Source: an optimization exercise on an open RTL-to-GDS flow (aim: small area). Production flows keep margins and buffers that such runs may drop.
RTL that was checked went through simulation tests only; none was proved equivalent to the original.
The RTL of runs 3 to 5 was laid out without a check of its function.
Power is estimated from default activity; no workload was simulated.

<file path="design/flow/config.mk">
export PLATFORM = sky130hd
export DESIGN_NAME = fi_inject_ctrl
export DESIGN_NICKNAME = fi_inject_ctrl
export VERILOG_FILES = /design/flow/design.v
export SDC_FILE = /design/flow/constraint.sdc
export NUM_CORES = 4
export LEC_CHECK = 0
export CAP_MARGIN = 20
export CORE_MARGIN = 2
export CORE_UTILIZATION = 60
export PLACE_DENSITY = 0.7
export SLEW_MARGIN = 20
</file>
<file path="design/flow/design.v">
package fi_pkg;
  localparam int FI_MODE_W = 2;
  localparam logic [FI_MODE_W-1:0] FI_FLIP   = 2'd0;
  localparam logic [FI_MODE_W-1:0] FI_SA0    = 2'd1;
  localparam logic [FI_MODE_W-1:0] FI_SA1    = 2'd2;
  localparam logic [FI_MODE_W-1:0] FI_DISARM = 2'd3;
endpackage
import fi_pkg::*;
module fi_channel
#(
  parameter int DATA_W = 32,
  parameter int CNT_W  = 32
) (
  input  logic              clk,
  input  logic              rst,
  input  logic              i_we,
  input  logic              i_load,
  input  logic              i_clr,
  input  logic              i_set,
  input  logic              i_inf,
  input  logic [DATA_W-1:0] i_mask,
  input  logic [CNT_W-1:0]  i_start,
  input  logic [CNT_W-1:0]  i_end,
  input  logic [CNT_W-1:0]  i_cnt,
  input  logic [DATA_W-1:0] i_data,
  output logic [CNT_W-1:0]  o_hits,
  output logic [DATA_W-1:0] o_data,
  output logic              o_apply,
  output logic              o_done
);
  logic              r_armed, r_active, r_inf, r_clr, r_set;
  logic [DATA_W-1:0] r_mask;
  logic [CNT_W-1:0]  r_start, r_end;
  logic              w_last, w_clr, w_set, w_hit;
  logic [DATA_W-1:0] w_diff;
  assign o_apply = !rst && !i_load && (r_active || (r_armed && i_cnt == r_start));
  assign w_last  = !r_inf && i_cnt == r_end;
  assign o_done  = o_apply && w_last && !i_we;
  assign w_clr   = o_apply && r_clr;
  assign w_set   = o_apply && r_set;
  for (genvar i = 0; i < DATA_W; i++) begin : g_bit
    assign o_data[i] = i_data[i] ? !(rst || (r_mask[i] && w_clr)) : (r_mask[i] && w_set);
    assign w_diff[i] = r_mask[i] && (i_data[i] ? r_clr : r_set);
  end
  assign w_hit = |w_diff;
  always_ff @(posedge clk) begin
    if (i_we) begin
      r_clr   <= i_clr;
      r_set   <= i_set;
      r_inf   <= i_inf;
      r_mask  <= i_mask;
      r_start <= i_start;
      r_end   <= i_end;
    end
    if (rst) begin
      r_armed  <= 1'b0;
      r_active <= 1'b0;
    end else if (i_we) begin
      r_armed  <= i_load;
      r_active <= 1'b0;
    end else if (o_apply) begin
      r_armed  <= 1'b0;
      r_active <= !w_last;
    end
  end
  logic [CNT_W-1:0] r_hits;
  always_ff @(posedge clk) begin
    if (rst || i_we) r_hits <= '0;
    else if (o_apply && w_hit && r_hits != '1) r_hits <= r_hits + CNT_W'(1);
  end
  assign o_hits = r_hits;
endmodule
import fi_pkg::*;
module fi_inject_ctrl
#(
  parameter int DATA_W = 32,
  parameter int NUM_CH = 4,
  parameter int CNT_W  = 16
) (
  input  logic                                      dla_core_clk,
  input  logic                                      dla_core_rst,
  input  logic [NUM_CH*DATA_W-1:0]                  data_in,
  output logic [NUM_CH*DATA_W-1:0]                  data_out,
  input  logic                                      cfg_we,
  input  logic [(NUM_CH > 1 ? $clog2(NUM_CH) : 1)-1:0] cfg_ch,
  input  logic [FI_MODE_W-1:0]                      cfg_mode,
  input  logic [DATA_W-1:0]                         cfg_mask,
  input  logic [CNT_W-1:0]                          cfg_start,
  input  logic [CNT_W-1:0]                          cfg_dur,
  output logic [CNT_W-1:0]                          cycle_cnt,
  output logic [NUM_CH-1:0]                         inj_active,
  output logic [NUM_CH-1:0]                         inj_done
  ,
  output logic [NUM_CH*CNT_W-1:0]                   hit_cnt
);
  logic [CNT_W-1:0]         r_cnt, w_end;
  logic [NUM_CH*DATA_W-1:0] r_data_out, w_data_nxt;
  logic                     w_load, w_clr, w_set, w_inf;
  always_ff @(posedge dla_core_clk) begin
    r_cnt      <= dla_core_rst ? '0 : r_cnt + CNT_W'(1);
    r_data_out <= w_data_nxt;
  end
  assign cycle_cnt = r_cnt;
  assign data_out  = r_data_out;
  assign w_load = cfg_mode != FI_DISARM;
  assign w_clr  = cfg_mode == FI_FLIP || cfg_mode == FI_SA0;
  assign w_set  = cfg_mode == FI_FLIP || cfg_mode == FI_SA1;
  assign w_inf  = cfg_dur == '0;
  assign w_end  = cfg_start + cfg_dur - CNT_W'(1);
  for (genvar k = 0; k < NUM_CH; k++) begin : g_ch
    logic w_we;
    assign w_we = cfg_we && int'(cfg_ch) == k;
    fi_channel #(.DATA_W(DATA_W), .CNT_W(CNT_W)) u_ch (
      .clk     (dla_core_clk),
      .rst     (dla_core_rst),
      .i_we    (w_we),
      .i_load  (w_we && w_load),
      .i_clr   (w_clr),
      .i_set   (w_set),
      .i_inf   (w_inf),
      .i_mask  (cfg_mask),
      .i_start (cfg_start),
      .i_end   (w_end),
      .i_cnt   (r_cnt),
      .i_data  (data_in[k*DATA_W +: DATA_W]),
      .o_hits  (hit_cnt[k*CNT_W +: CNT_W]),
      .o_data  (w_data_nxt[k*DATA_W +: DATA_W]),
      .o_apply (inj_active[k]),
      .o_done  (inj_done[k])
    );
  end
endmodule
</file>
<file path="design/flow/run.sh">
#!/bin/bash
# synth_recipe.tcl (not shown) runs the flow's synth.tcl, then flattens the netlist and writes it again
# the make line also repeats each setting of config.mk as NAME=value (left out here)
make -C /OpenROAD-flow-scripts/flow DESIGN_CONFIG=/design/flow/config.mk WORK_HOME=/design/flow/orfs CLKGATE_MAP_FILE= SYNTH_SCRIPT=/design/flow/synth_recipe.tcl finish
</file>
<file path="design/flow/constraint.sdc">
create_clock -name core_clock -period 6.0 [get_ports {dla_core_clk}]
set_input_delay 1.2000 -clock core_clock [delete_from_list [all_inputs] [get_ports {dla_core_clk}]]
set_output_delay 1.2000 -clock core_clock [all_outputs]
set_load 0.01 [all_outputs]
</file>
==> results of run 1 <==
## final timing paths
path	end	startpoint	cells past startpoint	slack, ns
worst max-delay path	inj_done[2]	cfg_ch[0]	8	0.85
worst min-delay path	g_ch[0].u_ch.r_hits[5]	g_ch[0].u_ch.r_hits[5]	2	0.49
worst max register to register	r_data_out[57]	r_cnt[5]	8	2.80
worst min register to register	g_ch[0].u_ch.r_hits[5]	g_ch[0].u_ch.r_hits[5]	2	0.49
## power breakdown
part	switching (mW)	internal, mW
clock	1.27	1.71
sequential	0.0896	3.70
combinational	0.437	0.380
## metrics by stage
stage,util (%),instances,hold WS (ns),cell area (sq um)
after floorplan,-,1877,0.475,21500
after global placement,73.0,2678,0.473,25800
after detailed placement,73.1,2678,0.483,25900
after CTS,77.5,2770,0.491,27400
after global routing,77.5,2776,0.519,27400
final,77.6,2783,0.494,27500
## routing by layer
metal  track usage (%)  vias up  routed length (um)  share of wire [%]
li1                  -     7773                   -                  -
met3              8.81      203                6830                9.7
met2              62.3      986               34500                 49
met4              19.5       18                3900                5.6
met1              43.9     8476               24800                 35
met5                 0        -                 116               0.17
## logic make-up (layout without fill, tap and decap cells)
kind of cell / Yosys count / in the layout / share of synthesized area (%)
buffers and inverters: 175 / 607 / 3.75
muxes: 26 / 26 / 1.21
xor gates and xnor gates: 157 / 157 / 6.41
AOI/OAI and AO/OA: 326 / 326 / 12.4
DFF: 484 / 484 / 57.7
adders and majority gates: 35 / 35 / 2.08
and+or+nand+nor: 674 / 674 / 16.5
other: 0 / 13 / 0
## layout by cell type (no fill, tap or decap), types with 19 or more instances in the layout
cell               n
dfxtp_1          216
xnor2_1           67
xor2_1            90
clkdlybuf4s50_1  413
a21oi_1           44
nor4_1            51
o21ai_0           22
nor2b_1          131
buf_4             19
nor2_1            65
ha_1              34
a22oi_1           65
and3_1            26
nand4_1           59
nand3_1           46
or3_1             29
a32o_1           128
mux2i_1           26
edfxtp_1         268
nand2_1          202
clkbuf_1          19
clkbuf_16         51
inv_1             81
## layout make-up
| type | instances | area [sq um] |
|---|---|---|
| clock buffer | 75 | 1420 |
| multi-input combinational | 1218 | 8340 |
| inverter | 82 | 309 |
| timing repair buffer | 433 | 4280 |
| fill | 2325 | 7940 |
| sequential | 484 | 12400 |
| antenna | 13 | 32.5 |
| clock inverter | 17 | 129 |
| tap | 461 | 577 |
## registers in the layout, summed over array words and instances, names as in the netlist
register            count
g_ch.u_ch.r_clr         4
g_ch.u_ch.r_start      64
r_cnt                  16
g_ch.u_ch.r_armed       4
g_ch.u_ch.r_end        64
r_data_out            128
g_ch.u_ch.r_inf         4
g_ch.u_ch.r_set         4
g_ch.u_ch.r_mask      128
g_ch.u_ch.r_active      4
g_ch.u_ch.r_hits       64
## critical path: stages
cell             delay [ns]
clkdlybuf4s50_1        0.58
and3b_4                0.24
a21oi_1                0.19
and4_1                 0.21
a21oi_1                0.17
or4_1                  0.58
nor2_1                 0.21
clkdlybuf4s50_1        0.58
==> summary.md, run 1 <==
| Metric | Value |
|---|---|
| Number of global-route vias before repair | `16500` |
| DR pass1 iterations | `6` |
| Pin count of the biggest net entering global routing | `81` |
| Maxcap violations | `0` |
| Site row count | `69` |
| Synth Warn # | `2` |
| Fraction of layout cells with a size suffix above 1 | `5.20%` |
| Post-DRT Antenna Nets | `0` |
| Main synth FF type | `edfxtp_1` |
| Hold Path Class | `reg -> reg` |
| Cell count after synthesis | `1877` |
| Avg Cell Area, Syn | `11.4 sq um` |
| DRT Wirelength | `70.2 mm` |
| Total power draw | `7.58 mW` |
| EDFF count, synth | `268` |
| Async SR Flop Fraction | `0%` |
| Post-CTS Hold Buffers | `0` |
| Leakage | `9.87 nW` |
| # port buffers | `414` |
| Starting Density | `60.6%` |
| Die area | `37300 sq um` |
| RSZ-0062 raised after global routing | `false` |
| Slew HR | `25.8%` |
| Clock slew at reported path FFs | `0.06 ns` |
| Top post-synthesis cells by count | `edfxtp_1 (268), dfxtp_1 (216), nand2_1 (202), nor2b_1 (131), a32o_1 (128)` |
| CTS tree | `built` |
| #FFs+latches synth | `484` |
| First-pass GRT wire length | `101 mm` |
| Final Cycle Share | `85.9%` |
| Chip Width | `193 um` |
| DR WL/cell | `25.2 um` |
| Share of the synthesized area in the top cell type | `37.5%` |
| Worst setup path category | `in -> out` |
| Most area-hungry cell type in the Yosys netlist | `edfxtp_1` |
| Die H | `193 um` |
| Most common cell in the netlist | `edfxtp_1` |
| RePlAce Congestion | `0.945` |
| Post-CTS setup buffers | `0` |
| Core Footprint | `35400 sq um` |
| Worst Path Required | `4.80 ns` |
| Synth cell types | `60` |
| # nets final | `2502` |
| Largest cells by area after synthesis | `edfxtp_1 (38%), dfxtp_1 (20%), a32o_1 (6.0%)` |
| P&R area growth vs syn | `28.0%` |
| Arrival time at the worst endpoint | `3.95 ns` |
| Startpoint Class | `primary input` |
| H-tree Lvls | `2` |
| Final Max Tran Viols | `0` |
| Final worst slack | `0.847 ns` |
| I/O pin count | `415` |
| Fmax | `194 MHz` |
| Setup TNS Final | `0 ns` |
| Count of cells resized by post-cts repair | `0` |
| Via density | `6.27` |
| Worst-path maximum fanout | `5` |
| Clock sink total | `484` |
| Max VDD drop | `232 uV` |
| Tot GR Track Use | `36.9%` |
| Final min period | `5.15 ns` |
| Clock skew | `0.0207 ns` |
| CTS max path bufs | `3` |
| Status | `no timing/DRC/antenna violations` |
| Setup violators final | `0` |
| Total grt overflow | `0` |
| Hpwl dp | `51.2 mm` |
| Final Hold Vio Count | `0` |
| Num CTS Buffers | `49` |
| DRT iter0 DRCs | `1848` |
| Total number of vias | `17500` |
| Pre-CTS WS | `0.929 ns` |
| DR DRC count | `0` |
| Synth Cell Area | `21500 sq um` |
| Antenna violations before repair | `16` |
| CP Capture Type | `output port` |
| Root Buffer | `clkbuf_16` |
| Synthesized Nets | `2111` |
| Cell Pwr Density | `276 nW/um^2` |
| Post-synthesis sequential area ratio | `57.7%` |
| Clk latency of the worst-skew pair | `0.59 ns` |
| Worst-margin pin slew | `1.11 ns` |
==> run 2: changes to the inputs <==
==> design/flow/flow/run.sh (new file) <==
#!/bin/bash
set -euo pipefail
cd "$(dirname "$0")/.."
export BUFFER_PORTS_ARGS="-buffer_cell sky130_fd_sc_hd__buf_1"
export CTS_ARGS="-sink_clustering_enable -repair_clock_nets -dont_use_dummy_load -buf_list {sky130_fd_sc_hd__clkbuf_4 sky130_fd_sc_hd__clkbuf_8} -sink_clustering_size 24"
bash standard.sh > standard_flow.log 2>&1
==> design/flow/standard.sh (new file) <==
#!/bin/bash
# synth_recipe.tcl (not shown) runs the flow's synth.tcl, then flattens the netlist and writes it again
# the make line also repeats each setting of config.mk as NAME=value (left out here)
make -C /OpenROAD-flow-scripts/flow DESIGN_CONFIG=/design/flow/config.mk WORK_HOME=/design/flow/orfs CLKGATE_MAP_FILE= SYNTH_SCRIPT=/design/flow/synth_recipe.tcl "${@:-finish}"
removed: design/flow/run.sh
==> run 2 against run 1 <==
Compared with the run above:
- highest routed layer unchanged
- combinational power down 19%
- clock skew rose by 0.017 ns
- synthesized cell count stayed put
- die area is the same
- via count shrank 2.2%
- first-iteration DRC count decreased by 2.3%
- clock power is 22% lower
==> summary.md, run 2 <==
| Metric | Value |
|---|---|
| Share of the synthesized area in the top cell type | `37.5%` |
| # nets final | `2530` |
| Cells along the critical path | `xor2_1, nor4_1, and4_1, a21oi_2, or4_1, nor2_1, buf_1` |
| Total grt overflow | `0` |
| #FFs+latches synth | `484` |
| Status | `no timing/DRC/antenna violations` |
| Root Buffer | `clkbuf_8` |
| Num CTS Buffers | `80` |
| Fraction of layout cells with a size suffix above 1 | `5.71%` |
| EDFF count, synth | `268` |
| Final Max Tran Viols | `0` |
| Avg Cell Area, Syn | `11.4 sq um` |
| First-pass GRT wire length | `96.3 mm` |
| Metal-1 WL | `25.4 mm` |
| Final min period | `4.63 ns` |
| Synth cell types | `60` |
| Leading cell types in the layout, fill and taps excluded | `buf_1 (413), edfxtp_1 (268), dfxtp_1 (216), nand2_1 (202), nor2b_1 (131)` |
| Cell Pwr Density | `278 nW/um^2` |
| Synthesized Nets | `2111` |
| Highest routed layer | `met5` |
| # port buffers | `414` |
| Antenna violations before repair | `11` |
| Pin count of the biggest net entering global routing | `83` |
| Die area | `37300 sq um` |
| Leakage | `8.62 nW` |
| Fmax | `216 MHz` |
| Worst Path Required | `4.80 ns` |
| Post-CTS Hold Buffers | `0` |
| I/O pin count | `415` |
| Cell count after synthesis | `1877` |
| Starting Density | `60.6%` |
| WL met2 | `32.8 mm` |
| Worst setup path category | `reg -> out` |
| Chip Width | `193 um` |
| Slew HR | `21.3%` |
| Most common cell after layout, fill and taps aside | `buf_1` |
| Clock skew | `0.0379 ns` |
| CTS max path bufs | `3` |
| Clk latency of the worst-skew pair | `0.62 ns` |
| Post-synthesis sequential area ratio | `57.7%` |
| RePlAce Congestion | `0.901` |
| CP Capture Type | `output port` |
| Async SR Flop Fraction | `0%` |
| CTS tree | `built` |
| DR DRC count | `0` |
| Arrival time at the worst endpoint | `3.43 ns` |
| Clock slew at reported path FFs | `0.06 ns` |
| DRT Wirelength | `67.7 mm` |
| Final Cycle Share | `77.2%` |
| Largest cells by area after synthesis | `edfxtp_1 (38%), dfxtp_1 (20%), a32o_1 (6.0%)` |
| Worst-path maximum fanout | `14` |
| Tot GR Track Use | `35.3%` |
| Count of cells resized by post-cts repair | `0` |
| Total number of vias | `17100` |
| DR WL/cell | `24.4 um` |
| Met3 WL | `6.08 mm` |
| Worst-margin pin slew | `1.17 ns` |
| Main synth FF type | `edfxtp_1` |
| Post-CTS setup buffers | `0` |
| Site row count | `69` |
| Core Footprint | `35400 sq um` |
| Top Family by Delay on Critical Path | `simple AND/OR/NAND/NOR gates` |
| Max VDD drop | `259 uV` |
| Setup TNS Final | `0 ns` |
| DRT iter0 DRCs | `1806` |
| Hold Path Class | `reg -> reg` |
| Synth Cell Area | `21500 sq um` |
| Most common cell in the netlist | `edfxtp_1` |
| Number of global-route vias before repair | `15900` |
| Clock sink total | `484` |
| WP buf/inv | `1` |
| Top Registers | `g_ch.u_ch.r_mask x128, r_data_out x128` |
| DR pass1 iterations | `6` |
| Maxcap violations | `0` |
| RSZ-0062 raised after global routing | `false` |
| P&R area growth vs syn | `13.7%` |
| Die H | `193 um` |
| Most area-hungry cell type in the Yosys netlist | `edfxtp_1` |
| Via density | `6.17` |
| Synth Warn # | `2` |
| Crit path largest cell delay | `0.86 ns` |
| Startpoint Class | `flip-flop` |
| Core Util, Final | `68.9%` |
| Final Hold Vio Count | `0` |
| Top post-synthesis cells by count | `edfxtp_1 (268), dfxtp_1 (216), nand2_1 (202), nor2b_1 (131), a32o_1 (128)` |
| Critical-path top delay cell | `dfxtp_1` |
| H-tree Lvls | `3` |
| Post-DRT Antenna Nets | `0` |
| Setup violators final | `0` |
| Hpwl dp | `49.7 mm` |
-- run 2: kinds of logic after synthesis --
logic type	synth area share, %
multiplexers	1.21
adder cells (fa/ha/maj)	2.08
flip-flops	57.7
buffers and inverters	3.75
AO/OA/AOI/OAI	12.4
XOR/XNOR	6.41
AND/OR/NAND/NOR	16.5
-- run 2: stage by stage --
stage          hold WS, ns  std cells  setup WS, ns  total power [mW]  cell area (sq um)
2_1_floorplan        0.475       1877         0.504              4.20              21500
3_3_place_gp         0.470       2675          1.70              4.49              23200
3_5_place_dp         0.477       2675          1.64              4.51              23200
4_1_cts              0.493       2755          1.33              6.80              24400
5_1_grt              0.519       2758          1.22              7.01              24400
6_report             0.489       2767          1.37              6.78              24400
-- run 2: path summary, 6_finish.rpt --
path / from / endpoint / slack [ns] / depth (start not counted)
max: r_cnt[5] / inj_done[1] / 1.37 / 7
min: g_ch[0].u_ch.r_hits[14] / g_ch[0].u_ch.r_hits[14] / 0.49 / 2
max reg2reg: r_cnt[9] / r_data_out[121] / 2.62 / 7
min reg2reg: g_ch[0].u_ch.r_hits[14] / g_ch[0].u_ch.r_hits[14] / 0.49 / 2
-- run 2: area by class of cell --
type                       count  area, sq um
sequential                   484        12400
fill                        2802        11000
timing repair buffer         430         1680
multi-input combinational   1218         8320
inverter                      82          310
antenna                       12         30.0
clock buffer                  80         1100
tap                          461          577
-- run 2: where the power goes --
group	switching [mW]	internal (mW)	total [mW]	leakage [nW]
registers	0.0891	3.70	3.79	4.24
logic	0.426	0.236	0.662	3.81
clock network	1.15	1.17	2.32	0.575
-- run 2: tightest hold or removal path, delay by kind of cell (launching register included) --
kind / cells / cell delay [ns]
DFF: 1 / 0.33
and+or+nand+nor: 1 / 0.06
muxes: 1 / 0.06
-- run 2: metal layers --
layer  track usage (%)  vias to the layer above
met4              17.9                       10
met3              7.20                      175
met2              58.2                      867
li1                  -                     7772
met5                 0                        -
met1              44.3                     8240
==> run 3: changes to the inputs <==
--- a/design/flow/design.v
+++ b/design/flow/design.v
@@ -21,6 +21,7 @@
   input  logic [DATA_W-1:0] i_mask,
   input  logic [CNT_W-1:0]  i_start,
-  input  logic [CNT_W-1:0]  i_end,
+  input  logic [CNT_W-1:0]  i_stop,
   input  logic [CNT_W-1:0]  i_cnt,
+  input  logic [CNT_W-1:0]  i_cnt_inc,
   input  logic [DATA_W-1:0] i_data,
   output logic [CNT_W-1:0]  o_hits,
@@ -31,9 +32,9 @@
   logic              r_armed, r_active, r_inf, r_clr, r_set;
   logic [DATA_W-1:0] r_mask;
-  logic [CNT_W-1:0]  r_start, r_end;
+  logic [CNT_W-1:0]  r_start, r_stop;
   logic              w_last, w_clr, w_set, w_hit;
   logic [DATA_W-1:0] w_diff;
-  assign o_apply = !rst && !i_load && (r_active || (r_armed && i_cnt == r_start));
-  assign w_last  = !r_inf && i_cnt == r_end;
+  assign o_apply = !rst && !i_load && (r_active || (r_armed && ~|(i_cnt ^ r_start)));
+  assign w_last  = !r_inf && ~|(i_cnt_inc ^ r_stop);
   assign o_done  = o_apply && w_last && !i_we;
   assign w_clr   = o_apply && r_clr;
@@ -51,5 +52,5 @@
       r_mask  <= i_mask;
       r_start <= i_start;
-      r_end   <= i_end;
+      r_stop  <= i_stop;
     end
     if (rst) begin
@@ -65,8 +66,10 @@
   end
   logic [CNT_W-1:0] r_hits;
-  always_ff @(posedge clk) begin
-    if (rst || i_we) r_hits <= '0;
-    else if (o_apply && w_hit && r_hits != '1) r_hits <= r_hits + CNT_W'(1);
+  logic [CNT_W:0]   w_t;
+  assign w_t[0] = o_apply && w_hit && !(&r_hits);
+  for (genvar i = 0; i < CNT_W; i++) begin : g_hit
+    assign w_t[i+1] = w_t[i] && r_hits[i];
   end
+  always_ff @(posedge clk) r_hits <= (rst || i_we) ? '0 : r_hits ^ w_t[CNT_W-1:0];
   assign o_hits = r_hits;
 endmodule
@@ -94,9 +97,17 @@
   output logic [NUM_CH*CNT_W-1:0]                   hit_cnt
 );
-  logic [CNT_W-1:0]         r_cnt, w_end;
+  logic [CNT_W-1:0]         r_cnt, w_cnt_inc, w_stop;
+  logic [CNT_W:0]           w_ct;
+  logic [CNT_W-1:0]         w_sg, w_sp;
+  logic [CNT_W/4:0]         w_bc;
   logic [NUM_CH*DATA_W-1:0] r_data_out, w_data_nxt;
   logic                     w_load, w_clr, w_set, w_inf;
+  assign w_ct[0] = 1'b1;
+  for (genvar i = 0; i < CNT_W; i++) begin : g_cnt
+    assign w_ct[i+1]    = w_ct[i] && r_cnt[i];
+    assign w_cnt_inc[i] = r_cnt[i] ^ w_ct[i];
+  end
   always_ff @(posedge dla_core_clk) begin
-    r_cnt      <= dla_core_rst ? '0 : r_cnt + CNT_W'(1);
+    r_cnt      <= dla_core_rst ? '0 : w_cnt_inc;
     r_data_out <= w_data_nxt;
   end
@@ -107,25 +118,37 @@
   assign w_set  = cfg_mode == FI_FLIP || cfg_mode == FI_SA1;
   assign w_inf  = cfg_dur == '0;
-  assign w_end  = cfg_start + cfg_dur - CNT_W'(1);
+  assign w_sg   = cfg_start & cfg_dur;
+  assign w_sp   = cfg_start ^ cfg_dur;
+  assign w_bc[0] = 1'b0;
+  for (genvar b = 0; b < CNT_W / 4; b++) begin : g_stop
+    logic [4:0] w_rc;
+    assign w_rc[0] = w_bc[b];
+    for (genvar i = 0; i < 4; i++) begin : g_bit
+      assign w_rc[i+1]      = w_sg[4*b+i] | (w_sp[4*b+i] & w_rc[i]);
+      assign w_stop[4*b+i]  = w_sp[4*b+i] ^ w_rc[i];
+    end
+    assign w_bc[b+1] = &w_sp[4*b +: 4] ? w_bc[b] : w_rc[4];
+  end
   for (genvar k = 0; k < NUM_CH; k++) begin : g_ch
     logic w_we;
     assign w_we = cfg_we && int'(cfg_ch) == k;
     fi_channel #(.DATA_W(DATA_W), .CNT_W(CNT_W)) u_ch (
-      .clk     (dla_core_clk),
-      .rst     (dla_core_rst),
-      .i_we    (w_we),
-      .i_load  (w_we && w_load),
-      .i_clr   (w_clr),
-      .i_set   (w_set),
-      .i_inf   (w_inf),
-      .i_mask  (cfg_mask),
-      .i_start (cfg_start),
-      .i_end   (w_end),
-      .i_cnt   (r_cnt),
-      .i_data  (data_in[k*DATA_W +: DATA_W]),
-      .o_hits  (hit_cnt[k*CNT_W +: CNT_W]),
-      .o_data  (w_data_nxt[k*DATA_W +: DATA_W]),
-      .o_apply (inj_active[k]),
-      .o_done  (inj_done[k])
+      .clk       (dla_core_clk),
+      .rst       (dla_core_rst),
+      .i_we      (w_we),
+      .i_load    (w_we && w_load),
+      .i_clr     (w_clr),
+      .i_set     (w_set),
+      .i_inf     (w_inf),
+      .i_mask    (cfg_mask),
+      .i_start   (cfg_start),
+      .i_stop    (w_stop),
+      .i_cnt     (r_cnt),
+      .i_cnt_inc (w_cnt_inc),
+      .i_data    (data_in[k*DATA_W +: DATA_W]),
+      .o_hits    (hit_cnt[k*CNT_W +: CNT_W]),
+      .o_data    (w_data_nxt[k*DATA_W +: DATA_W]),
+      .o_apply   (inj_active[k]),
+      .o_done    (inj_done[k])
     );
   end
==> design/flow/flow/run.sh (replaced) <==
#!/bin/bash
set -euo pipefail
cd "$(dirname "$0")/.."
export BUFFER_PORTS_ARGS="-buffer_cell sky130_fd_sc_hd__buf_1"
export CTS_ARGS="-sink_clustering_enable -repair_clock_nets -dont_use_dummy_load -buf_list {sky130_fd_sc_hd__clkbuf_8}"
bash standard.sh > standard_flow.log 2>&1
==> run 3 against run 2 <==
Compared with the run above:
- now fails the layout checks on negative setup slack
- die area shrank 4.5%
- non-clock buffer count rose by 23
- routed wire length is 9.1% lower
- register-to-register slack lost 1.8 ns
- clock power shrank 3%
- global-route usage down 1.2 points
- final cell count is 10% lower
- total power fell by 2.6%
- flip-flop and latch count did not move
- core utilization is 2.6 points higher
- combinational power decreased by 9.5%
==> summary.md, run 3 <==
| Metric | Value |
|---|---|
| Worst-margin pin slew | `1.09 ns` |
| I/O pin count | `415` |
| Synth Warn # | `2` |
| Final worst slack | `-0.777 ns` |
| DR WL/cell | `24.7 um` |
| Clock sink total | `484` |
| Main synth FF type | `edfxtp_1` |
| Final Max Tran Viols | `0` |
| Clock share of power | `34.0%` |
| CTS max path bufs | `3` |
| # port buffers | `414` |
| Maxcap violations | `0` |
| Slew HR | `27.2%` |
| Clk latency of the worst-skew pair | `0.63 ns` |
| Synth Area in XOR/XNOR | `5.82%` |
| Post-DRT Antenna Nets | `0` |
| Core Footprint | `33500 sq um` |
| RSZ-0062 raised after global routing | `true` |
| Post-CTS Hold Buffers | `0` |
| R2R cell count | `23` |
| Gate power share | `9.1%` |
| Setup TNS Final | `-7.29 ns` |
| Switching pwr | `1.58 mW` |
| Leakage | `8.73 nW` |
| # nets final | `2337` |
| Setup violators final | `16` |
| DRT Wirelength | `61.5 mm` |
| Clock skew | `0.0439 ns` |
| Final Cycle Share | `113%` |
| Critical Path Stages | `21` |
| Post-synthesis mux area share | `0.110%` |
| WP buf/inv | `2` |
| Antenna violations before repair | `5` |
| H-tree Lvls | `3` |
| Worst-path maximum fanout | `4` |
| Die area | `35600 sq um` |
| Most used cell, CP | `fa_2` |
| Final Hold Vio Count | `0` |
| #FFs+latches synth | `484` |
| Worst Path Required | `6.33 ns` |
| Largest cells by area after synthesis | `edfxtp_1 (39%), dfxtp_1 (21%), ha_1 (5.3%)` |
| Synthesized Nets | `1882` |
| Fraction of layout cells with a size suffix above 1 | `9.63%` |
| P&R area growth vs syn | `17.1%` |
| Total number of vias | `15100` |
| DR pass1 iterations | `6` |
| Final min period | `6.78 ns` |
| DR DRC count | `0` |
| Top Registers | `g_ch.u_ch.r_mask x128, r_data_out x128` |
| EDFF count, synth | `268` |
| Cell count after synthesis | `1583` |
| CP Capture Type | `flip-flop` |
| Starting Density | `61.0%` |
| Site row count | `67` |
| Simple-gate area share of the yosys netlist | `13.4%` |
| Die H | `189 um` |
| Synth Cell Area | `20500 sq um` |
| Clock slew at reported path FFs | `0.05 ns` |
| Number of global-route vias before repair | `14700` |
| Total grt overflow | `0` |
| Complex-gate fraction of the synthesized area | `10.9%` |
| Most area-hungry cell type in the Yosys netlist | `edfxtp_1` |
| Status | `failed layout checks` |
| Post-synthesis sequential area ratio | `60.5%` |
| Largest family of logic cells by synthesized area | `simple AND/OR/NAND/NOR gates` |
| Most common cell in the netlist | `edfxtp_1` |
| First-pass GRT wire length | `88.9 mm` |
| Reg power frac | `56.9%` |
| Max VDD drop | `203 uV` |
| P_int | `5.02 mW` |
| Fmax | `148 MHz` |
| Num CTS Buffers | `76` |
| Arrival time at the worst endpoint | `7.11 ns` |
| DRT iter0 DRCs | `1428` |
| Via density | `6.06` |
| Synth cell types | `50` |
| Hold_ws | `0.463 ns` |
| Avg Cell Area, Syn | `12.9 sq um` |
| RePlAce Congestion | `0.951` |
| CTS tree | `built` |
| Cell Pwr Density | `275 nW/um^2` |
| Hold Path Class | `reg -> reg` |
| Async SR Flop Fraction | `0%` |
| Top Family by Delay on Critical Path | `adder cells` |
| Hpwl dp | `45.7 mm` |
| Total power draw | `6.60 mW` |
| Filler cells | `2456` |
| Dpl cells | `2407` |
| Share of the synthesized area in the top cell type | `39.3%` |
| Pre-CTS WS | `-1.51 ns` |
| Post-Synth Adder-Cell Area | `6.63%` |
| Worst setup path category | `in -> reg` |
| Pin count of the biggest net entering global routing | `74` |
| Critical-path top delay cell | `fa_2` |
| Most common cell after layout, fill and taps aside | `buf_1` |
| Crit path largest cell delay | `0.37 ns` |
| Chip Width | `189 um` |
| Switching Fraction | `23.9%` |
| Leading cell types in the layout, fill and taps excluded | `buf_1 (409), edfxtp_1 (268), dfxtp_1 (213), xor2_1 (101)` |
| Root Buffer | `clkbuf_8` |
| Tot GR Track Use | `34.1%` |
| Startpoint Class | `primary input` |
| Top post-synthesis cells by count | `edfxtp_1 (268), dfxtp_1 (216), xor2_1 (102), nand2_1 (90), nor2b_1 (90)` |
| Worst hold path stage count | `2` |
| Cells along the critical path | `buf_8, ha_4, fa_2, fa_2, fa_2, inv_2, a41oi_2, fa_2, fa_2, fa_2, fa_2, mux2_4, fa_2, fa_2, fa_2, fa_2, mux2_4, fa_2, fa_2, fa_2, xnor2_2` |
| Layout Check Fail Reasons | `negative setup slack` |
| Cell Count, Final, Fillers Out | `2490` |
run 3: cell count changes after synthesis, moves of 52 or more:
cell,previous run,this run
a32o_1,128,75
nand2_1,202,90
nor2_1,68,10
ha_1,34,86
nand2b_1,0,53
run 3: layout make-up:
| class | count | area [sq um] | share of cell area [%] |
|---|---|---|---|
| clock buffers | 76 | 1050 | 4.37 |
| multi-input cells | 982 | 7910 | 33.0 |
| diodes | 6 | 15.0 | 0.0627 |
| flip-flops and latches | 484 | 12400 | 51.7 |
| well taps | 448 | 561 | 2.34 |
| inverters | 41 | 158 | 0.658 |
| repair buffers | 453 | 1890 | 7.88 |
run 3: cell families after synthesis:
logic type	count (synthesis)
buffers and inverters	117
adders and majority gates	100
xor gates and xnor gates	135
muxes	2
AOI/OAI and AO/OA	274
and+or+nand+nor	471
DFF	484
run 3: power by group through the flow:
stage | Sequential (mW) | Combinational, mW | Clock, mW
4_1_cts | 3.76 | 0.591 | 2.28
6_report | 3.76 | 0.599 | 2.24
3_5_place_dp | 3.82 | 0.582 | 0
3_3_place_gp | 3.82 | 0.573 | 0
2_1_floorplan | 3.83 | 0.273 | 0
5_1_grt | 3.77 | 0.639 | 2.41
run 3: worst paths after layout:
check / startpoint / to / slack (ns)
min: g_ch[1].u_ch.r_armed / g_ch[1].u_ch.r_armed / 0.46
max: cfg_dur[0] / g_ch[3].u_ch.r_stop[15] / -0.78
max reg2reg: g_ch[2].u_ch.r_mask[29] / g_ch[2].u_ch.r_hits[15] / 0.83
min reg2reg: g_ch[1].u_ch.r_armed / g_ch[1].u_ch.r_armed / 0.46
run 3: what timing repair did:
item                                    4_1_cts  5_1_grt
pin swaps                                    10        6
resized for setup                            24       18
endpoints found under the setup margin       20       20
buffers inserted                              1        0
run 3: worst register-to-register path, delay by kind of cell, from the launching register on:
kind	cells	cell delay, ns
adder cells (fa/ha/maj)	15	2.76
flip-flops	1	0.45
AND/OR/NAND/NOR	6	1.40
XOR/XNOR	1	0.13
AO/OA/AOI/OAI	1	0.27
run 3: layer usage:
layer | up-vias | wire [um] | GRT usage (%)
li1 | 6801 | - | -
met1 | 7334 | 22200 | 41.0
met2 | 782 | 30400 | 57.4
met3 | 174 | 5330 | 6.54
met4 | 2 | 3490 | 20.2
met5 | - | 13 | 0
run 3: through the flow:
step | cell area (sq um) | util, %
after floorplan | 20700 | -
after global placement | 22700 | 67.8
after detailed placement | 22700 | 67.8
after CTS | 23900 | 71.2
after global routing | 24000 | 71.4
final | 24000 | 71.4
==> run 4: changes to the inputs <==
--- a/design/flow/design.v
+++ b/design/flow/design.v
@@ -65,11 +65,14 @@
     end
   end
-  logic [CNT_W-1:0] r_hits;
-  logic [CNT_W:0]   w_t;
-  assign w_t[0] = o_apply && w_hit && !(&r_hits);
+  logic [CNT_W-1:0] r_hits, w_t;
+  logic [CNT_W:0]   w_pre;
+  logic             w_inc;
+  assign w_pre[0] = 1'b1;
   for (genvar i = 0; i < CNT_W; i++) begin : g_hit
-    assign w_t[i+1] = w_t[i] && r_hits[i];
+    assign w_pre[i+1] = w_pre[i] && r_hits[i];
+    assign w_t[i]     = w_inc && w_pre[i];
   end
-  always_ff @(posedge clk) r_hits <= (rst || i_we) ? '0 : r_hits ^ w_t[CNT_W-1:0];
+  assign w_inc = o_apply && w_hit && !w_pre[CNT_W];
+  always_ff @(posedge clk) r_hits <= (rst || i_we) ? '0 : r_hits ^ w_t;
   assign o_hits = r_hits;
 endmodule
@@ -99,5 +102,4 @@
   logic [CNT_W-1:0]         r_cnt, w_cnt_inc, w_stop;
   logic [CNT_W:0]           w_ct;
-  logic [CNT_W-1:0]         w_sg, w_sp;
   logic [CNT_W/4:0]         w_bc;
   logic [NUM_CH*DATA_W-1:0] r_data_out, w_data_nxt;
@@ -118,15 +120,18 @@
   assign w_set  = cfg_mode == FI_FLIP || cfg_mode == FI_SA1;
   assign w_inf  = cfg_dur == '0;
-  assign w_sg   = cfg_start & cfg_dur;
-  assign w_sp   = cfg_start ^ cfg_dur;
   assign w_bc[0] = 1'b0;
   for (genvar b = 0; b < CNT_W / 4; b++) begin : g_stop
-    logic [4:0] w_rc;
-    assign w_rc[0] = w_bc[b];
+    logic [4:0] w_c0, w_c1;
+    logic [3:0] w_s0, w_s1;
+    assign w_c0[0] = 1'b0;
+    assign w_c1[0] = 1'b1;
     for (genvar i = 0; i < 4; i++) begin : g_bit
-      assign w_rc[i+1]      = w_sg[4*b+i] | (w_sp[4*b+i] & w_rc[i]);
-      assign w_stop[4*b+i]  = w_sp[4*b+i] ^ w_rc[i];
+      assign w_s0[i]   = cfg_start[4*b+i] ^ cfg_dur[4*b+i] ^ w_c0[i];
+      assign w_c0[i+1] = (cfg_start[4*b+i] & cfg_dur[4*b+i]) | (w_c0[i] & (cfg_start[4*b+i] ^ cfg_dur[4*b+i]));
+      assign w_s1[i]   = cfg_start[4*b+i] ^ cfg_dur[4*b+i] ^ w_c1[i];
+      assign w_c1[i+1] = (cfg_start[4*b+i] & cfg_dur[4*b+i]) | (w_c1[i] & (cfg_start[4*b+i] ^ cfg_dur[4*b+i]));
     end
-    assign w_bc[b+1] = &w_sp[4*b +: 4] ? w_bc[b] : w_rc[4];
+    assign w_stop[4*b +: 4] = w_bc[b] ? w_s1 : w_s0;
+    assign w_bc[b+1]        = w_bc[b] ? w_c1[4] : w_c0[4];
   end
   for (genvar k = 0; k < NUM_CH; k++) begin : g_ch
==> design/flow/flow/run.sh (replaced) <==
#!/bin/bash
set -euo pipefail
cd "$(dirname "$0")/.."
export BUFFER_PORTS_ARGS="-buffer_cell sky130_fd_sc_hd__buf_1"
export CTS_ARGS="-sink_clustering_enable -repair_clock_nets -dont_use_dummy_load -buf_list {sky130_fd_sc_hd__clkbuf_8 sky130_fd_sc_hd__clkbuf_16} -sink_clustering_size 20 -sink_clustering_max_diameter 50"
bash standard.sh > standard_flow.log 2>&1
==> run 4 against run 3 <==
Compared with the run above:
- the run now finishes clean
- area after synthesis grew 0.86%
- routed wire length grew 4.0%
- sequential power about the same
- first-iteration DRC count up 15%
- worst setup slack better by 0.99 ns
- core utilization decreased by 1.1 points
- critical path type is now reg -> out
- critical endpoint is now inj_done[0]
- largest cell class unchanged
==> summary.md, run 4 <==
| Metric | Value |
|---|---|
| Worst-margin pin slew | `0.943 ns` |
| Post-CTS Hold Buffers | `0` |
| Async SR Flop Fraction | `0%` |
| Setup violators final | `0` |
| Top post-synthesis cells by count | `edfxtp_1 (268), dfxtp_1 (216), nand2_1 (180), nor2b_1 (142), a32o_1 (128)` |
| Final Max Tran Viols | `0` |
| Post-synthesis sequential area ratio | `59.9%` |
| Simple-gate area share of the yosys netlist | `16.1%` |
| Fmax | `173 MHz` |
| Share of the synthesized area in the top cell type | `39.0%` |
| Status | `no timing/DRC/antenna violations` |
| Tot GR Track Use | `34.9%` |
| RSZ-0062 raised after global routing | `true` |
| Final Cycle Share | `96.5%` |
| R2R Path Start | `r_cnt[1]` |
| #FFs+latches synth | `484` |
| Root Buffer | `clkbuf_16` |
| Cell Count, Final, Fillers Out | `2571` |
| Max VDD drop | `296 uV` |
| Highest routed layer | `met5` |
| Hpwl dp | `47.1 mm` |
| Switching Fraction | `23.2%` |
| Gate power share | `8.9%` |
| DRT iter0 DRCs | `1648` |
| Top Registers | `g_ch.u_ch.r_mask x128, r_data_out x128` |
| Metal-1 WL | `23.4 mm` |
| Final worst slack | `0.208 ns` |
| Pin count of the biggest net entering global routing | `72` |
| Largest family of logic cells by synthesized area | `simple AND/OR/NAND/NOR gates` |
| Maxcap violations | `0` |
| Avg Cell Area, Syn | `11.9 sq um` |
| Number of global-route vias before repair | `15300` |
| P&R area growth vs syn | `14.9%` |
| Startpoint Class | `flip-flop` |
| Hold Path Class | `reg -> reg` |
| Antenna violations before repair | `18` |
| Largest cells by area after synthesis | `edfxtp_1 (39%), dfxtp_1 (21%), a32o_1 (6.2%)` |
| Reg power frac | `56.7%` |
| Clock share of power | `34.5%` |
| Final Hold Vio Count | `0` |
| Switching pwr | `1.53 mW` |
| Starting Density | `61.2%` |
| I/O pin count | `415` |
| P_int | `5.09 mW` |
| Total power draw | `6.62 mW` |
| Dpl cells | `2517` |
| Via density | `6.27` |
| CTS tree | `built` |
| Worst setup startpoint | `r_cnt[1]` |
| DR pass1 iterations | `6` |
| Cell count after synthesis | `1730` |
| Synth Warn # | `2` |
| WL met2 | `31.4 mm` |
| CP Capture Type | `output port` |
| Clock sink total | `484` |
| Complex-gate fraction of the synthesized area | `12.6%` |
| Clock slew at reported path FFs | `0.07 ns` |
| Num CTS Buffers | `41` |
| Total number of vias | `16100` |
| First-pass GRT wire length | `92.2 mm` |
| Clk latency of the worst-skew pair | `0.57 ns` |
| H-tree Lvls | `2` |
| Core Util, Final | `70.4%` |
| Post-synthesis mux area share | `0.0970%` |
| Leading cell types in the layout, fill and taps excluded | `buf_1 (412), edfxtp_1 (268), dfxtp_1 (215), nand2_1 (180), nor2b_1 (142)` |
| # nets final | `2348` |
| Worst setup path category | `reg -> out` |
| Die H | `189 um` |
| Post-Synth Adder-Cell Area | `2.58%` |
| EDFF count, synth | `268` |
| Chip Width | `189 um` |
| Die area | `35900 sq um` |
| DR DRC count | `0` |
| Cell Pwr Density | `279 nW/um^2` |
| Reg-to-reg slack, setup | `1.96 ns` |
| R2R Path End | `g_ch[0].u_ch.r_active` |
| Met3 WL | `5.90 mm` |
| Synth Cell Area | `20600 sq um` |
| DR WL/cell | `24.9 um` |
| DRT Wirelength | `64.0 mm` |
| Worst setup path endpoint | `inj_done[0]` |
| Arrival time at the worst endpoint | `4.59 ns` |
| Main synth FF type | `edfxtp_1` |
| # port buffers | `414` |
| Post-DRT Antenna Nets | `0` |
| RePlAce Congestion | `0.971` |
| Most area-hungry cell type in the Yosys netlist | `edfxtp_1` |
| Most common cell in the netlist | `edfxtp_1` |
| Final min period | `5.79 ns` |
| R2R cell count | `20` |
| Pre-CTS WS | `-0.457 ns` |
| Total grt overflow | `0` |
| Synth cell types | `59` |
| Slew HR | `36.3%` |
| Worst-path maximum fanout | `5` |
| Site row count | `67` |
| CTS max path bufs | `3` |
| Synthesized Nets | `1965` |
| Core Footprint | `33700 sq um` |
| Synth Area in XOR/XNOR | `5.90%` |
| Worst Path Required | `4.80 ns` |
| Clock skew | `0.0424 ns` |
| Most common cell after layout, fill and taps aside | `buf_1` |
| Leakage | `7.73 nW` |
| Fraction of layout cells with a size suffix above 1 | `5.40%` |
run 4: how the worst min path moves through the flow:
stage,depth (start not counted),slack (ns),to,start
after floorplan,1,0.47,g_ch[1].u_ch.r_active,g_ch[1].u_ch.r_active
after global placement,2,0.48,g_ch[3].u_ch.r_hits[2],g_ch[3].u_ch.r_hits[2]
after detailed placement,2,0.49,g_ch[0].u_ch.r_hits[3],g_ch[0].u_ch.r_hits[3]
after CTS,2,0.50,g_ch[3].u_ch.r_hits[2],g_ch[3].u_ch.r_hits[2]
after global routing,2,0.53,g_ch[0].u_ch.r_hits[3],g_ch[0].u_ch.r_hits[3]
final,2,0.50,g_ch[0].u_ch.r_hits[3],g_ch[0].u_ch.r_hits[3]
run 4: logic make-up after synthesis:
kind of cell,Yosys count
adders and majority gates,36
and+or+nand+nor,620
muxes,2
buffers and inverters,132
AOI/OAI and AO/OA,317
DFF,484
xor gates and xnor gates,139
run 4: worst max-delay path, stage by stage, from the launching register on:
cell and delay, ns:
dfxtp_4 0.36, ha_1 0.18, ha_1 0.18, ha_1 0.18, ha_1 0.18, ha_1 0.19, ha_1 0.18, ha_1 0.18
ha_2 0.17, ha_1 0.17, ha_1 0.17, ha_1 0.18, ha_1 0.18, ha_2 0.19, ha_4 0.31, xnor2_1 0.13
nand4_1 0.16, nor4_4 0.32, nand3_2 0.15, nor2_4 0.16, buf_6 0.12
run 4: stage by stage:
stage | setup TNS (ns) | hold WS [ns] | area (sq um)
5_1_grt | -0.0204 | 0.529 | 23700
2_1_floorplan | 0 | 0.473 | 20700
3_3_place_gp | -1.46 | 0.477 | 22500
6_report | 0 | 0.497 | 23700
3_5_place_dp | -2.37 | 0.494 | 22500
4_1_cts | 0 | 0.503 | 23600
run 4: area by class of cell:
cell class                      instances  area, sq um
Timing Repair Buffer                  430         1680
Fill cell                            2559         9990
Antenna cell                           12         30.0
Tap cell                              448          561
Sequential cell                       484        12400
Clock buffer                           41         1030
Inverter                               42          160
Multi-Input combinational cell       1114         7880
run 4: layer usage:
layer | global-route usage, % | vias to the layer above
met4 | 18.0 | 16
met2 | 59.5 | 842
met1 | 42.2 | 7836
met5 | 0 | -
li1 | - | 7251
met3 | 7.10 | 165
run 4: power groups by stage:
stage,registers (mW),logic [mW],clock network [mW]
3_3_place_gp,3.82,0.560,0
3_5_place_dp,3.82,0.565,0
6_report,3.75,0.587,2.28
4_1_cts,3.75,0.571,2.31
5_1_grt,3.76,0.626,2.42
2_1_floorplan,3.83,0.265,0
run 4: what timing repair did:
item                       in CTS  in global routing
gates resized for setup        14                 18
gates cloned                    0                  0
setup endpoints to repair       3                  8
buffers inserted                0                  1
pin swaps                       4                  9
==> run 5: changes to the inputs <==
==> design/flow/flow/run.sh (replaced) <==
#!/bin/bash
set -euo pipefail
cd "$(dirname "$0")/.."
export BUFFER_PORTS_ARGS="-buffer_cell sky130_fd_sc_hd__buf_1"
export CTS_ARGS="-sink_clustering_enable -repair_clock_nets -dont_use_dummy_load -buf_list {sky130_fd_sc_hd__clkbuf_16} -sink_clustering_size 30 -sink_clustering_max_diameter 50"
bash standard.sh > standard_flow.log 2>&1
==> run 5 against run 4 <==
Compared with the run above:
- still clean
- synthesized cell count is the same
- sequential share of layout area decreased by 0.063 points
- total power barely moved
- die area did not move
- final area is 0.12% higher
- core utilization is 0.085 points higher
- register-to-register slack worse by 0.03 ns
==> summary.md, run 5 <==
| Metric | Value |
|---|---|
| DRT Wirelength | `64.0 mm` |
| Hpwl dp | `47.1 mm` |
| Most used cell, CP | `ha_1` |
| CTS tree | `built` |
| First-pass GRT wire length | `92.3 mm` |
| CP Capture Type | `output port` |
| DRT iter0 DRCs | `1718` |
| Chip Width | `189 um` |
| Post-Synth Adder-Cell Area | `2.58%` |
| Worst-margin pin slew | `0.955 ns` |
| Setup violators final | `0` |
| Async SR Flop Fraction | `0%` |
| Slew HR | `36.3%` |
| Crit path largest cell delay | `0.37 ns` |
| P_int | `5.09 mW` |
| Critical-path top delay cell | `nor4_4` |
| Worst-path maximum fanout | `5` |
| Main synth FF type | `edfxtp_1` |
| Core Util, Final | `70.4%` |
| DR WL/cell | `24.9 um` |
| Placed inst area | `22500 sq um` |
| Fin area | `23700 sq um` |
| # port buffers | `414` |
| Site row count | `67` |
| Reg-to-reg slack, setup | `1.93 ns` |
| CTS max path bufs | `3` |
| Root Buffer | `clkbuf_16` |
| Largest cells by area after synthesis | `edfxtp_1 (39%), dfxtp_1 (21%), a32o_1 (6.2%)` |
| Post-DRT Antenna Nets | `0` |
| Maxcap violations | `0` |
| #FFs+latches synth | `484` |
| # nets final | `2349` |
| Cell Pwr Density | `279 nW/um^2` |
| Post-synthesis sequential area ratio | `59.9%` |
| Final min period | `5.84 ns` |
| Worst Path Required | `4.80 ns` |
| Die area | `35900 sq um` |
| Status | `no timing/DRC/antenna violations` |
| Leakage | `7.73 nW` |
| Die H | `189 um` |
| H-tree Lvls | `2` |
| Num CTS Buffers | `41` |
| Clk latency of the worst-skew pair | `0.57 ns` |
| RePlAce Congestion | `0.971` |
| Total grt overflow | `0` |
| Synth Area in XOR/XNOR | `5.90%` |
| Switching Fraction | `23.2%` |
| Fmax | `171 MHz` |
| Synth cell types | `59` |
| Synthesized Nets | `1965` |
| P&R area growth vs syn | `15.0%` |
| Avg Cell Area, Syn | `11.9 sq um` |
| EDFF count, synth | `268` |
| Worst setup path category | `reg -> out` |
| Arrival time at the worst endpoint | `4.64 ns` |
| Fraction of layout cells with a size suffix above 1 | `5.68%` |
| Cell count after synthesis | `1730` |
| Top post-synthesis cells by count | `edfxtp_1 (268), dfxtp_1 (216), nand2_1 (180), nor2b_1 (142), a32o_1 (128)` |
| Top Registers | `g_ch.u_ch.r_mask x128, r_data_out x128` |
| Gate power share | `8.9%` |
| Antenna violations before repair | `18` |
| Max VDD drop | `297 uV` |
| Most area-hungry cell type in the Yosys netlist | `edfxtp_1` |
| Most common cell after layout, fill and taps aside | `buf_1` |
| Share of the synthesized area in the top cell type | `39.0%` |
| DR pass1 iterations | `5` |
| Final Hold Vio Count | `0` |
| Final Max Tran Viols | `0` |
| Synth Cell Area | `20600 sq um` |
| I/O pin count | `415` |
| Clock sink total | `484` |
| Clock skew | `0.0398 ns` |
| Most common cell in the netlist | `edfxtp_1` |
| Tot GR Track Use | `35.0%` |
| DR DRC count | `0` |
| Total number of vias | `16100` |
| Post-synthesis mux area share | `0.0970%` |
| Simple-gate area share of the yosys netlist | `16.1%` |
| Clock share of power | `34.5%` |
| Clock slew at reported path FFs | `0.07 ns` |
| Core Footprint | `33700 sq um` |
| Switching pwr | `1.54 mW` |
| Complex-gate fraction of the synthesized area | `12.6%` |
| Startpoint Class | `flip-flop` |
| Via density | `6.25` |
| Final Cycle Share | `97.3%` |
| Number of global-route vias before repair | `15200` |
| Post-CTS Hold Buffers | `0` |
| Largest family of logic cells by synthesized area | `simple AND/OR/NAND/NOR gates` |
| Reg power frac | `56.6%` |
| Pin count of the biggest net entering global routing | `72` |
| Starting Density | `61.2%` |
| Leading cell types in the layout, fill and taps excluded | `buf_1 (411), edfxtp_1 (268), dfxtp_1 (215), nand2_1 (180), nor2b_1 (142)` |
| Synth Warn # | `2` |
| Hold Path Class | `reg -> reg` |
| Cells along the critical path | `ha_1, ha_1, ha_1, ha_2, ha_2, ha_1, ha_1, ha_2, ha_1, ha_2, ha_2, ha_1, ha_2, ha_4, xnor2_2, nand4_1, nor4_4, nand3_2, nor2_2, buf_2` |
| RSZ-0062 raised after global routing | `false` |
run 5: cell counts after synthesis:
No cell type changed its count.
run 5: power by group through the flow:
stage	clock (mW)	combinational (mW)	sequential, mW
floorplan	0	0.265	3.83
global placement	0	0.560	3.82
detailed placement	0	0.565	3.82
CTS	2.31	0.571	3.75
global route	2.42	0.626	3.76
finish	2.28	0.587	3.75
run 5: what timing repair did:
action | in CTS | in global routing
pin swaps | 4 | 13
buffers inserted | 0 | 2
gates cloned | 0 | 0
gates resized for setup | 14 | 24
setup endpoints to repair | 3 | 8
run 5: area by class of cell:
| class | instances | area, sq um |
|---|---|---|
| clock buffer | 41 | 1030 |
| multi-input combinational | 1114 | 7890 |
| antenna | 13 | 32.5 |
| fill | 2548 | 9960 |
| timing repair buffer | 431 | 1690 |
| tap | 448 | 561 |
| sequential | 484 | 12400 |
| inverter | 42 | 160 |
run 5: metrics by stage:
step                      power, mW  hold WS [ns]  std cells  TNS [ns]  setup WS (ns)
after floorplan                4.09         0.473       1730         0        0.00419
after global placement         4.38         0.477       2516     -1.46         -0.314
after detailed placement       4.39         0.494       2517     -2.37         -0.457
after CTS                      6.63         0.503       2558         0         0.0199
after global routing           6.81         0.529       2567         0        0.00587
final                          6.62         0.495       2573         0          0.162
run 5: critical path: cells and delay by family, from the launching register on:
kind                       cells  cell delay, ns
xor gates and xnor gates       1            0.11
adders and majority gates     14            2.59
buffers and inverters          1            0.15
DFF                            1            0.36
and+or+nand+nor                4            0.88
run 5: kinds of logic (layout without fill, tap and decap cells):
| kind of cell | after synthesis | in the layout |
|---|---|---|
| mux | 2 | 2 |
| simple gates | 620 | 620 |
| compound gates | 317 | 317 |
| xor+xnor | 139 | 139 |
| fa+ha+maj | 36 | 36 |
| flops | 484 | 484 |
| buf+inv | 132 | 514 |
| other cells | 0 | 13 |
run 5: routing by layer:
metal	global-route usage (%)	share of wire (%)	up-vias	wire [um]
li1	-	-	7260	-
met1	42.5	37	7840	23700
met2	59.9	50	800	31700
met3	7.62	8.9	157	5680
met4	15.5	4.5	12	2860
met5	0	0.12	-	79
run 5: path summary, 6_finish.rpt:
kind,startpoint,end,depth (start not counted)
setup / recovery,r_cnt[1],inj_done[3],20
hold / removal,g_ch[0].u_ch.r_hits[3],g_ch[0].u_ch.r_hits[3],2
setup reg to reg,r_cnt[1],g_ch[3].u_ch.r_active,20
hold reg to reg,g_ch[0].u_ch.r_hits[3],g_ch[0].u_ch.r_hits[3],2
==> run 6: changes to the inputs <==
--- a/design/flow/design.v
+++ b/design/flow/design.v
@@ -122,16 +122,15 @@
   assign w_bc[0] = 1'b0;
   for (genvar b = 0; b < CNT_W / 4; b++) begin : g_stop
-    logic [4:0] w_c0, w_c1;
-    logic [3:0] w_s0, w_s1;
-    assign w_c0[0] = 1'b0;
-    assign w_c1[0] = 1'b1;
+    logic [4:0] w_c, w_p;
+    logic [3:0] w_s;
+    assign w_c[0] = 1'b0;
+    assign w_p[0] = w_bc[b];
     for (genvar i = 0; i < 4; i++) begin : g_bit
-      assign w_s0[i]   = cfg_start[4*b+i] ^ cfg_dur[4*b+i] ^ w_c0[i];
-      assign w_c0[i+1] = (cfg_start[4*b+i] & cfg_dur[4*b+i]) | (w_c0[i] & (cfg_start[4*b+i] ^ cfg_dur[4*b+i]));
-      assign w_s1[i]   = cfg_start[4*b+i] ^ cfg_dur[4*b+i] ^ w_c1[i];
-      assign w_c1[i+1] = (cfg_start[4*b+i] & cfg_dur[4*b+i]) | (w_c1[i] & (cfg_start[4*b+i] ^ cfg_dur[4*b+i]));
+      assign w_s[i]          = cfg_start[4*b+i] ^ cfg_dur[4*b+i] ^ w_c[i];
+      assign w_c[i+1]        = (cfg_start[4*b+i] & cfg_dur[4*b+i]) | (w_c[i] & (cfg_start[4*b+i] ^ cfg_dur[4*b+i]));
+      assign w_stop[4*b+i]   = w_s[i] ^ w_p[i];
+      assign w_p[i+1]        = w_p[i] & w_s[i];
     end
-    assign w_stop[4*b +: 4] = w_bc[b] ? w_s1 : w_s0;
-    assign w_bc[b+1]        = w_bc[b] ? w_c1[4] : w_c0[4];
+    assign w_bc[b+1] = w_c[4] | w_p[4];
   end
   for (genvar k = 0; k < NUM_CH; k++) begin : g_ch
==> design/flow/flow/run.sh (replaced) <==
#!/bin/bash
set -euo pipefail
cd "$(dirname "$0")/.."
export BUFFER_PORTS_ARGS="-buffer_cell sky130_fd_sc_hd__buf_1"
export CTS_ARGS="-sink_clustering_enable -repair_clock_nets -dont_use_dummy_load -buf_list {sky130_fd_sc_hd__clkbuf_8} -sink_clustering_size 20 -sink_clustering_max_diameter 60"
bash standard.sh > standard_flow.log 2>&1
==> run 6 against run 5 <==
Compared with the run above:
- first-iteration DRC count shrank 19%
- final cell count shrank 1.1%
- worst setup slack gained 0.054 ns
- core utilization shrank 2.9 points
- sequential share of layout area grew 1.3 points
- non-clock buffer count shrank 6
- clock power shrank 32%
- synthesized cell count shrank 0.81%
- register-to-register slack lost 0.08 ns
- combinational power is essentially flat
- sequential power is essentially flat
- critical endpoint unchanged
==> summary.md, run 6 <==
| Metric | Value |
|---|---|
| I/O pin count | `415` |
| Switching pwr | `1.46 mW` |
| Most common cell after layout, fill and taps aside | `buf_1` |
| Root Buffer | `clkbuf_8` |
| Largest cells by area after synthesis | `edfxtp_1 (39%), dfxtp_1 (21%), a32o_1 (4.6%)` |
| DRT iter0 DRCs | `1387` |
| Post-DRT Antenna Nets | `0` |
| Cell count after synthesis | `1716` |
| Worst setup path category | `reg -> out` |
| Most common cell in the netlist | `edfxtp_1` |
| CTS tree | `built` |
| Synth Cell Area | `20800 sq um` |
| Core Footprint | `34300 sq um` |
| Status | `no timing/DRC/antenna violations` |
| Worst Path Required | `4.80 ns` |
| Top post-synthesis cells by count | `edfxtp_1 (268), dfxtp_1 (216), nand2_1 (144), nor2b_1 (142), a32o_1 (96)` |
| Total number of vias | `15900` |
| Max VDD drop | `260 uV` |
| Hold Path Class | `reg -> reg` |
| Avg Cell Area, Syn | `12.1 sq um` |
| Post-synthesis sequential area ratio | `59.6%` |
| RePlAce Congestion | `0.941` |
| P_int | `4.43 mW` |
| R2R Path End | `g_ch[2].u_ch.r_active` |
| Startpoint Class | `flip-flop` |
| Cell Pwr Density | `254 nW/um^2` |
| Number of global-route vias before repair | `14800` |
| Post-CTS Hold Buffers | `0` |
| Leading cell types in the layout, fill and taps excluded | `buf_1 (410), edfxtp_1 (268), dfxtp_1 (215), nand2_1 (144), nor2b_1 (142)` |
| Slew HR | `29.4%` |
| Synth cell types | `63` |
| Tot GR Track Use | `33.5%` |
| P&R area growth vs syn | `11.5%` |
| RSZ-0062 raised after global routing | `false` |
| Clock share of power | `26.2%` |
| Most area-hungry cell type in the Yosys netlist | `edfxtp_1` |
| Via density | `6.25` |
| EDFF count, synth | `268` |
| Final Cycle Share | `96.4%` |
| # nets final | `2331` |
| H-tree Lvls | `2` |
| Clock slew at reported path FFs | `0.12 ns` |
| Reg power frac | `63.8%` |
| Arrival time at the worst endpoint | `4.58 ns` |
| Worst setup path endpoint | `inj_done[3]` |
| Site row count | `68` |
| Async SR Flop Fraction | `0%` |
| Pre-CTS WS | `-0.0133 ns` |
| DR WL/cell | `24.6 um` |
| DR DRC count | `0` |
| Gate power share | `10.0%` |
| Total grt overflow | `0` |
| # port buffers | `414` |
| R2R cell count | `21` |
| #FFs+latches synth | `484` |
| Clock sink total | `484` |
| Starting Density | `60.5%` |
| CTS max path bufs | `3` |
| Leakage | `7.72 nW` |
| Num CTS Buffers | `36` |
| Worst-path maximum fanout | `5` |
| Synth Warn # | `2` |
| Final min period | `5.78 ns` |
| Maxcap violations | `0` |
| Reg-to-reg slack, setup | `1.85 ns` |
| Worst-margin pin slew | `1.06 ns` |
| Hold_ws | `0.491 ns` |
| Die H | `190 um` |
| DRT Wirelength | `62.6 mm` |
| Setup violators final | `0` |
| Filler cells | `2709` |
| Clk latency of the worst-skew pair | `0.58 ns` |
| Synthesized Nets | `1959` |
| Final worst slack | `0.216 ns` |
| Fraction of layout cells with a size suffix above 1 | `4.79%` |
| Clock skew | `0.0481 ns` |
| Share of the synthesized area in the top cell type | `38.8%` |
| Fmax | `173 MHz` |
| Antenna violations before repair | `3` |
| Top Registers | `g_ch.u_ch.r_mask x128, r_data_out x128` |
| R2R Path Start | `r_cnt[0]` |
| Hpwl dp | `46.4 mm` |
| Worst setup startpoint | `r_cnt[0]` |
| Main synth FF type | `edfxtp_1` |
| First-pass GRT wire length | `89.7 mm` |
| Chip Width | `190 um` |
| Switching Fraction | `24.8%` |
| Die area | `36100 sq um` |
| Final Hold Vio Count | `0` |
| Pin count of the biggest net entering global routing | `99` |
| CP Capture Type | `output port` |
| Final Max Tran Viols | `0` |
| DR pass1 iterations | `6` |
[run 6: power by group through the flow]
stage / combinational [mW] / clock (mW) / sequential, mW
global route: 0.626 / 1.66 / 3.77
floorplan: 0.276 / 0 / 3.83
detailed placement: 0.575 / 0 / 3.83
CTS: 0.578 / 1.56 / 3.76
global placement: 0.566 / 0 / 3.83
finish: 0.586 / 1.54 / 3.76
[run 6: worst max-delay path, stage by stage, from the launching register on]
cell and delay [ns]:
dfxtp_2 0.34, ha_2 0.19, ha_1 0.19, ha_1 0.18
ha_1 0.18, ha_1 0.18, ha_1 0.18, ha_2 0.17
ha_1 0.18, ha_1 0.18, ha_1 0.18, ha_1 0.18
ha_2 0.18, ha_4 0.16, ha_4 0.32, xnor2_1 0.15
nand4_1 0.13, nor4_2 0.30, nand3_2 0.17, nor2_2 0.12
clkbuf_2 0.14
[run 6: repair_timing]
item	CTS	global route
setup buffers	0	1
endpoints found under the setup margin	4	4
resized for setup	9	11
pin swaps	2	11
endpoints found under the hold margin	0	0
[run 6: cell type report]
| class | count | area (sq um) | area share [%] |
|---|---|---|---|
| clock buffer | 36 | 495 | 2.14 |
| timing repair buffer | 425 | 1660 | 7.15 |
| inverter | 26 | 97.6 | 0.422 |
| antenna | 3 | 7.51 | 0.0324 |
| tap | 455 | 569 | 2.46 |
| sequential | 484 | 12400 | 53.5 |
| multi-input combinational | 1115 | 7950 | 34.3 |
[run 6: per-stage QoR]
stage               utilization [%]  area [sq um]  cells  total power [mW]  setup TNS (ns)
floorplan                         -         20800   1716              4.11               0
global placement               65.7         22500   2503              4.40               0
detailed placement             65.7         22500   2504              4.41         -0.0529
CTS                            67.3         23100   2540              5.89               0
global route                   67.5         23100   2543              6.06               0
finish                         67.5         23100   2544              5.89               0
[run 6: worst min-delay path by stage]
stage	depth (start not counted)	from	end	slack, ns
final	2	g_ch[3].u_ch.r_hits[5]	g_ch[3].u_ch.r_hits[5]	0.49
after detailed placement	2	g_ch[3].u_ch.r_armed	g_ch[3].u_ch.r_armed	0.48
after floorplan	2	g_ch[3].u_ch.r_armed	g_ch[3].u_ch.r_armed	0.46
after CTS	2	g_ch[3].u_ch.r_hits[5]	g_ch[3].u_ch.r_hits[5]	0.50
after global placement	2	g_ch[3].u_ch.r_armed	g_ch[3].u_ch.r_armed	0.47
after global routing	2	g_ch[3].u_ch.r_armed	g_ch[3].u_ch.r_armed	0.53
[run 6: cells by family after synthesis]
kind of cell	count (synthesis)	share of synthesized area, %
xor gates and xnor gates	136	5.74
and+or+nand+nor	581	15.6
AOI/OAI and AO/OA	348	13.1
muxes	6	0.289
buffers and inverters	117	2.65
adders and majority gates	44	3.05
DFF	484	59.6
[run 6: layer usage]
metal	GRT usage (%)	share of wire (%)	vias up
met5	0	0.021	-
met4	15.1	4.7	2
met3	4.74	8.0	146
met2	55.7	48	780
met1	43.9	39	7779
li1	-	-	7191

## afterwards: timing with drivers on the ports
In the flow no input, the clock included, has a driving cell. The finished layouts below were timed again as built, in two steps. Step 1 (the two cells are an assumption about what drives the block):
set clk [get_ports {dla_core_clk}]
set_driving_cell -lib_cell sky130_fd_sc_hd__clkbuf_16 $clk
set_driving_cell -lib_cell sky130_fd_sc_hd__buf_2 [delete_from_list [all_inputs] $clk]
Step 2 also shifts input and output timing later by t, the mid clock arrival at the registers, as if the neighbouring blocks saw the same clock. Three values: ideal ports, drivers, drivers and shift; two values: the first two.
run | t, ns | setup slack, ns | cell pins on the clock port's net
run 1 | 0.637 | 0.847 / 0.807 / 0.807 | 1
run 2 | 0.655 | 1.370 / 1.319 / 1.570 | 1
run 3 | 0.663 | -0.777 / -0.766 / -1.429 | 1
run 4 | 0.604 | 0.208 / 0.151 / -0.283 | 1
run 5 | 0.603 | 0.162 / 0.107 / -0.285 | 1
run 6 | 0.611 | 0.216 / 0.162 / -0.029 | 1
With both steps, setup timing fails in run 4, run 5 and run 6, where it was met with ideal ports. The setup slack of run 3, which loses most, moves by +0.011 ns with the drivers and by -0.652 ns with both steps.
